What follows belongs to an exercise in optimizing a design on an open flow for small area; a production flow would make more cautious choices.
The RTL was checked by simulation tests, not by an equivalence proof against the original design.
Power is estimated from default activity; no workload was simulated.

$ cat design/flow/config.mk
export PLATFORM = sky130hd
export DESIGN_NAME = m_branch_target_buffer
export DESIGN_NICKNAME = m_branch_target_buffer
export VERILOG_FILES = /design/flow/design.v
export SDC_FILE = /design/flow/constraint.sdc
export NUM_CORES = 4
export LEC_CHECK = 0
export CAP_MARGIN = 20
export CORE_MARGIN = 2
export CORE_UTILIZATION = 40
export SLEW_MARGIN = 20
$ cat design/flow/constraint.sdc
create_clock -name core_clock -period 5.0 [get_ports {clk}]
set_input_delay 1.0000 -clock core_clock [delete_from_list [all_inputs] [get_ports {clk}]]
set_output_delay 1.0000 -clock core_clock [all_outputs]
set_load 0.01 [all_outputs]
$ cat design/flow/design.v
package proc_pkg;
    localparam logic [1:0]  BTB_CNT_SNT = 2'd0;
    localparam logic [1:0]  BTB_CNT_WNT = 2'd1;
    localparam logic [1:0]  BTB_CNT_WT  = 2'd2;
    localparam logic [1:0]  BTB_CNT_ST  = 2'd3;
    localparam logic [4:0]  OPC_BRANCH  = 5'b11000;
    localparam logic [31:0] NOP_INSTR   = 32'h0000_0013;
    localparam logic [31:0] HALT_INSTR  = 32'h000f_0033;
endpackage
module m_sat_counter2 (
    input  logic [1:0] ctr,
    input  logic       taken,
    output logic [1:0] next
);
    always_comb begin
        next = ctr;
        if (taken) begin
            if (ctr != proc_pkg::BTB_CNT_ST) next = ctr + 2'd1;
        end else begin
            if (ctr != proc_pkg::BTB_CNT_SNT) next = ctr - 2'd1;
        end
    end
endmodule
module m_branch_target_buffer #(
    parameter int unsigned IDX_W    = 6,
    parameter int unsigned TAG_W    = 8,
    parameter logic [1:0]  CNT_INIT = 2'b10
) (
    input  logic        clk,
    input  logic        rst,
    input  logic        ce,
    input  logic        lookup_en,
    input  logic [31:0] lookup_pc,
    output logic        pred_hit,
    output logic        pred_taken,
    output logic [31:0] pred_target,
    input  logic        upd_en,
    input  logic [31:0] upd_pc,
    input  logic        upd_taken,
    input  logic [31:0] upd_target,
    input  logic        upd_mispredict,
    output logic [31:0] hit_cnt,
    output logic [31:0] mispredict_cnt
);
    localparam int unsigned ENTRIES = 2 ** IDX_W;
    localparam int unsigned TAG_LO  = IDX_W + 2;
    localparam int unsigned TAG_HI  = IDX_W + TAG_W + 1;
    logic [ENTRIES-1:0] valid_q;
    logic [TAG_W-1:0]   tag_q [ENTRIES];
    logic [31:0]        tgt_q [ENTRIES];
    logic [1:0]         ctr_q [ENTRIES];
    logic [IDX_W-1:0]   lk_idx, upd_idx;
    logic [TAG_W-1:0]   lk_tag, upd_tag;
    logic               upd_hit, wr_en;
    logic [1:0]         ctr_nxt, wr_ctr;
    logic [31:0]        wr_tgt;
    logic               bypass, rd_valid, lk_hit;
    logic [TAG_W-1:0]   rd_tag;
    logic [31:0]        rd_tgt;
    logic [1:0]         rd_ctr;
    logic               pred_hit_q, pred_hit_d;
    logic               pred_taken_q, pred_taken_d;
    logic [31:0]        pred_target_q, pred_target_d;
    logic [31:0]        hit_cnt_q, hit_cnt_d;
    logic [31:0]        mis_cnt_q, mis_cnt_d;
    logic               unused_pc_bits;
    assign lk_idx  = lookup_pc[IDX_W+1:2];
    assign lk_tag  = lookup_pc[TAG_HI:TAG_LO];
    assign upd_idx = upd_pc[IDX_W+1:2];
    assign upd_tag = upd_pc[TAG_HI:TAG_LO];
    assign unused_pc_bits = ^{lookup_pc[31:TAG_HI+1], lookup_pc[1:0],
                              upd_pc[31:TAG_HI+1], upd_pc[1:0]};
    m_sat_counter2 u_upd_ctr (
        .ctr   (ctr_q[upd_idx]),
        .taken (upd_taken),
        .next  (ctr_nxt)
    );
    always_comb begin
        upd_hit = valid_q[upd_idx] && (tag_q[upd_idx] == upd_tag);
        wr_en   = ce && upd_en && (upd_hit || upd_taken);
        wr_ctr  = upd_hit ? ctr_nxt : CNT_INIT;
        wr_tgt  = upd_taken ? upd_target : tgt_q[upd_idx];
    end
    always_ff @(posedge clk or posedge rst) begin
        if (rst) begin
            valid_q <= '0;
        end else if (wr_en) begin
            valid_q[upd_idx] <= 1'b1;
        end
    end
    always_ff @(posedge clk) begin
        if (wr_en) begin
            tag_q[upd_idx] <= upd_tag;
            tgt_q[upd_idx] <= wr_tgt;
            ctr_q[upd_idx] <= wr_ctr;
        end
    end
    always_comb begin
        bypass   = wr_en && (upd_idx == lk_idx);
        rd_valid = bypass ? 1'b1    : valid_q[lk_idx];
        rd_tag   = bypass ? upd_tag : tag_q[lk_idx];
        rd_tgt   = bypass ? wr_tgt  : tgt_q[lk_idx];
        rd_ctr   = bypass ? wr_ctr  : ctr_q[lk_idx];
        lk_hit   = rd_valid && (rd_tag == lk_tag);
    end
    always_comb begin
        pred_hit_d    = pred_hit_q;
        pred_taken_d  = pred_taken_q;
        pred_target_d = pred_target_q;
        hit_cnt_d     = hit_cnt_q;
        mis_cnt_d     = mis_cnt_q;
        if (ce && lookup_en) begin
            pred_hit_d    = lk_hit;
            pred_taken_d  = lk_hit && rd_ctr[1];
            pred_target_d = lk_hit ? rd_tgt : 32'h0;
            if (lk_hit && (hit_cnt_q != 32'hFFFF_FFFF)) hit_cnt_d = hit_cnt_q + 32'd1;
        end
        if (ce && upd_en && upd_mispredict && (mis_cnt_q != 32'hFFFF_FFFF)) begin
            mis_cnt_d = mis_cnt_q + 32'd1;
        end
    end
    always_ff @(posedge clk or posedge rst) begin
        if (rst) begin
            pred_hit_q    <= 1'b0;
            pred_taken_q  <= 1'b0;
            pred_target_q <= 32'h0;
            hit_cnt_q     <= 32'h0;
            mis_cnt_q     <= 32'h0;
        end else begin
            pred_hit_q    <= pred_hit_d;
            pred_taken_q  <= pred_taken_d;
            pred_target_q <= pred_target_d;
            hit_cnt_q     <= hit_cnt_d;
            mis_cnt_q     <= mis_cnt_d;
        end
    end
    assign pred_hit       = pred_hit_q;
    assign pred_taken     = pred_taken_q;
    assign pred_target    = pred_target_q;
    assign hit_cnt        = hit_cnt_q;
    assign mispredict_cnt = mis_cnt_q;
endmodule
$ cat design/flow/run.sh
#!/bin/bash
# synth_recipe.tcl (not shown) runs the flow's synth.tcl, then flattens the netlist and writes it again
# the make line also repeats each setting of config.mk as NAME=value (left out here)
make -C /OpenROAD-flow-scripts/flow DESIGN_CONFIG=/design/flow/config.mk WORK_HOME=/design/flow/orfs CLKGATE_MAP_FILE= SYNTH_SCRIPT=/design/flow/synth_recipe.tcl finish
==> notes.md <==
==> logic make-up (layout without fill, tap and decap cells) <==
group | count (synthesis) | count (layout)
DFF | 2850 | 2850
AOI/OAI and AO/OA | 1705 | 1705
muxes | 1324 | 1324
and+or+nand+nor | 893 | 893
buffers and inverters | 631 | 1729
xor gates and xnor gates | 91 | 91
adders and majority gates | 6 | 6
other | 0 | 23
==> layout by cell type, fill, tap and decap left out, types with 24 or more instances in the layout <==
master              n
mux2_2            183
clkbuf_16         316
o221ai_1          163
nand2_1           219
a22o_1             27
o21ai_0           112
nor3_1             55
a221oi_1           79
mux4_2            905
dfrtp_1           162
clkinv_1           47
clkbuf_1           79
o22a_1             76
a21oi_1           168
nor2_1            213
nand3_1            83
nor2_4             67
a211oi_1           24
nor4_1             49
o21bai_1           63
clkdlybuf4s50_1   143
o21ai_1            25
buf_12            443
and3_1             33
a22oi_1           136
mux2i_1           228
clkinv_2           41
nand4_1            52
xor2_1             25
a31oi_1            42
buf_4             550
o22ai_1           628
edfxtp_1         2688
xnor2_1            66
==> worst min-delay path: stages, from the launching register on <==
cell     delay, ns
dfrtp_1       0.34
nand2_1       0.05
nand2_1       0.05
==> metal layers <==
metal	share of wire (%)	global-route usage [%]	vias to the layer above
met5	0.037	0	-
met4	6.7	19.31	32
met3	15	9.960	1739
met2	43	47.33	8749
met1	35	43.04	47606
li1	-	-	33823
==> worst paths after layout <==
kind | start | end | slack (ns) | depth (start not counted)
max | upd_pc[5] | pred_target_q[6]$_DFFE_PP0P_ | 0.09 | 15
max reg2reg | tag_q[62][0]$_DFFE_PP_ | pred_target_q[6]$_DFFE_PP0P_ | 0.57 | 15
min reg2reg | pred_hit_q$_DFFE_PP0P_ | pred_hit_q$_DFFE_PP0P_ | 0.48 | 2
max in group asynchronous | rst | pred_target_q[20]$_DFFE_PP0P_ | 3.32 | 3
min | pred_hit_q$_DFFE_PP0P_ | pred_hit_q$_DFFE_PP0P_ | 0.48 | 2
min in group asynchronous | rst | valid_q[14]$_DFFE_PP0P_ | 0.55 | 2
==> power groups by stage <==
stage / logic (mW) / registers, mW / clock network [mW]
2_1_floorplan: 2.76 / 27.1 / 0
3_3_place_gp: 5.10 / 27.1 / 0
3_5_place_dp: 5.17 / 27.1 / 0
4_1_cts: 5.18 / 26.6 / 22.9
5_1_grt: 5.46 / 26.6 / 23.8
6_report: 5.33 / 26.6 / 22.8
==> registers in the layout (all words and copies together), names as in the netlist <==
name,count
pred_taken_q,1
tgt_q,2048
valid_q,64
mis_cnt_q,32
tag_q,512
ctr_q,128
pred_hit_q,1
hit_cnt_q,32
pred_target_q,32
==> synthesized netlist by cell type (all sizes together), types with 42 or more instances <==
master and n:
edfxtp 2688, mux4 905, o22ai 628, clkbuf 329, buf 289, nor2 283
nand2 233, mux2i 229, mux2 190, a21oi 168, o221ai 163, dfrtp 162
o21ai 153, a22oi 136, nand3 84, a221oi 79, o22a 76, xnor2 66
o21bai 63, nor3 57, nand4 52, nor4 51, a31oi 42
==> through the flow <==
stage                     total power [mW]  util [%]  TNS (ns)  hold slack, ns  cell area (µm²)
final                                54.71     49.05         0          0.4790           157700
after global routing                 55.85     49.04         0          0.5087           157600
after CTS                            54.66     49.03         0          0.4827           157600
after detailed placement             32.27     45.96   -604.39          0.4678           147700
after global placement               32.20     45.96   -551.06          0.4738           147700
after floorplan                      29.89         -  -1388.37          0.4545           129900
==> area by class of cell <==
cell class | count | area, µm² | share of cell area, %
sequential | 2850 | 84770 | 53.77
multi-input combinational | 4019 | 42880 | 27.20
timing repair buffer | 1156 | 14630 | 9.280
clock buffer | 413 | 8452 | 5.361
tap | 4305 | 5386 | 3.417
clock inverter | 147 | 1415 | 0.8976
inverter | 13 | 63.81 | 0.04048
antenna | 23 | 57.56 | 0.03651
==> flow_summary.ini <==
[run_status]
status = timing/DRC/antenna clean

[clock_network]
cts_tree = yes
clk_pin_slew_ns = 0.06
clk_path_buf_depth = 4
clk-insertion-delay-late_ns = 0.97
ctsResizeCount = 0
postCtsSetupBuffers = 0
cts_buffers = 310
cts_sinks = 2850
cts.htree.levels = 5
hold_buffers = 0
cts-root-buf = clkbuf_16

[worst_setup_path]
critical_path.slowest_cell = nand3_1
critPathLaunchType = input pin
end_kind = register
arrival_ns = 5.72
crit_family = buffers and inverters
path_buf_inv = 6
path_max_fanout = 19
required_ns = 5.81
critPathMostFrequentCell = buf_4
cpPeakStageDelay_ns = 0.90
crit_chain = buf_6 > nand3_1 > buf_4 > o211ai_1 > nor4_2 > xnor2_1 > nor4_4 > a41o_2 > buf_4 > nand2_4 > buf_4 > buf_12 > mux2i_1 > buf_4 > o21ai_1
critPathKind = input pin to register

[synthesis]
yosysWarnings = 2
synth_top_family_by_area = multiplexers
yosys.area_share.adder_pct = 0.05805
synthCells = 7500
synth_compound_area_share_pct = 9.143
synthMuxAreaShare_pct = 19.19
synth_xor_area_share_pct = 0.6163
syn-cell-area_um2 = 129300
synth_area_leaders = edfxtp_1 (62%), mux4_2 (16%), dfrtp_1 (3.1%)
ys_seq_area_share_pct = 65.55
ys_seq_elements = 2850
syn_area_per_cell_um2 = 17.24
synth_async_sr_flop_share_pct = 5.684
ys_types = 89
synth.top_cell.area_share_pct = 62.41
yosys.area_share.simple_pct = 3.288
synth_fp_nets = 7609
synth_edf_count = 2688
yosysTopAreaCell = edfxtp_1
ys.flop_type = edfxtp_1

[timing]
tightest_slew_ns = 1.157
fin_skew_ns = 0.08792
fin_crit_ns = 4.910
rsz0062_at_grt = no
slew_viol_final = 0
fmax_mhz = 203.7
relSlewSlack_pct = 22.89
layout_setup_ws_ns = 0.09006
final_hold_viol_count = 0
setup_viol = 0
fin_crit_sh_pct = 98.20

[power_and_ir_drop]
p_sw_mw = 13.19
combPwrFrac_pct = 9.7
share_seq_of_total_power_pct = 48.6
switching_share_pct = 24.11
leakage_nw = 51.46
ir_drop_mv = 0.3268
p_int_mw = 41.52
p_per_area_nw_per_um2 = 347.0
clkPwrFrac_pct = 41.6

[placed_design]
gp_congestion = 0.9487
place_ws_ns = -0.6921
dp_cells = 12343
port_buffers = 164
dp_hpwl_um = 345500

[grt]
grt_max_degree = 89
grt_pass1_vias = 88490
grtUsageTotal_pct = 32.55
grt_overflow = 0
antenna_found_initial = 32
grt_pass1_wl_um = 736100

[floorplan]
die_height_um = 572.6
start_util_pct = 40.24
dieWidth_um = 572.6
rows = 208
die_area_um2 = 327900
ioPinCount = 201
core-area_um2 = 321400

[route]
drt_wl_total_um = 544500
drtIter0Drc = 17465
num_vias = 91949
postRouteAntennaNets = 0
wire_per_inst_um = 42.12
first_pass_iters = 8
viasPerCell = 7.113
drcViolationCount = 0

[final_layout]
fill_cells = 26253
drive_gt1_share_pct = 31.34
finalNetCount = 8459
syn_to_final_growth_pct = 21.91
finalNonFillerCells = 12926

[hold_path]
holdCritPathClass = register to register

[run]
drv_cap = 0

-- re-timing with driven ports --
No port has a modelled driver above. Below, the same layout with a new extraction and two added sets of constraints. Step 1 sets driving cells, clkbuf_16 on the clock port and buf_2 on the other inputs (assumed; they add their load-dependent delay and slew). Step 2 adds t to the input delays and takes it off the output delays; t is the mean of the earliest and latest rising clock arrival at the registers after step 1. Input paths then give back, and output paths get back, about the clock's delay inside the block. a / b / c = no drivers / after step 1 / after step 2; a / b = the first two.
shift t [ns]: 1.041
slack for setup (ns): 0.090 / 0.157 / -0.884
clock arrival spread, ns: 0.088 / 0.088
cell pins on the clock port's net: 1
With both steps, setup timing fails in this run, where it was met with ideal ports. For this run, drivers alone change the setup slack by +0.067 ns; drivers and shift together by -0.974 ns.
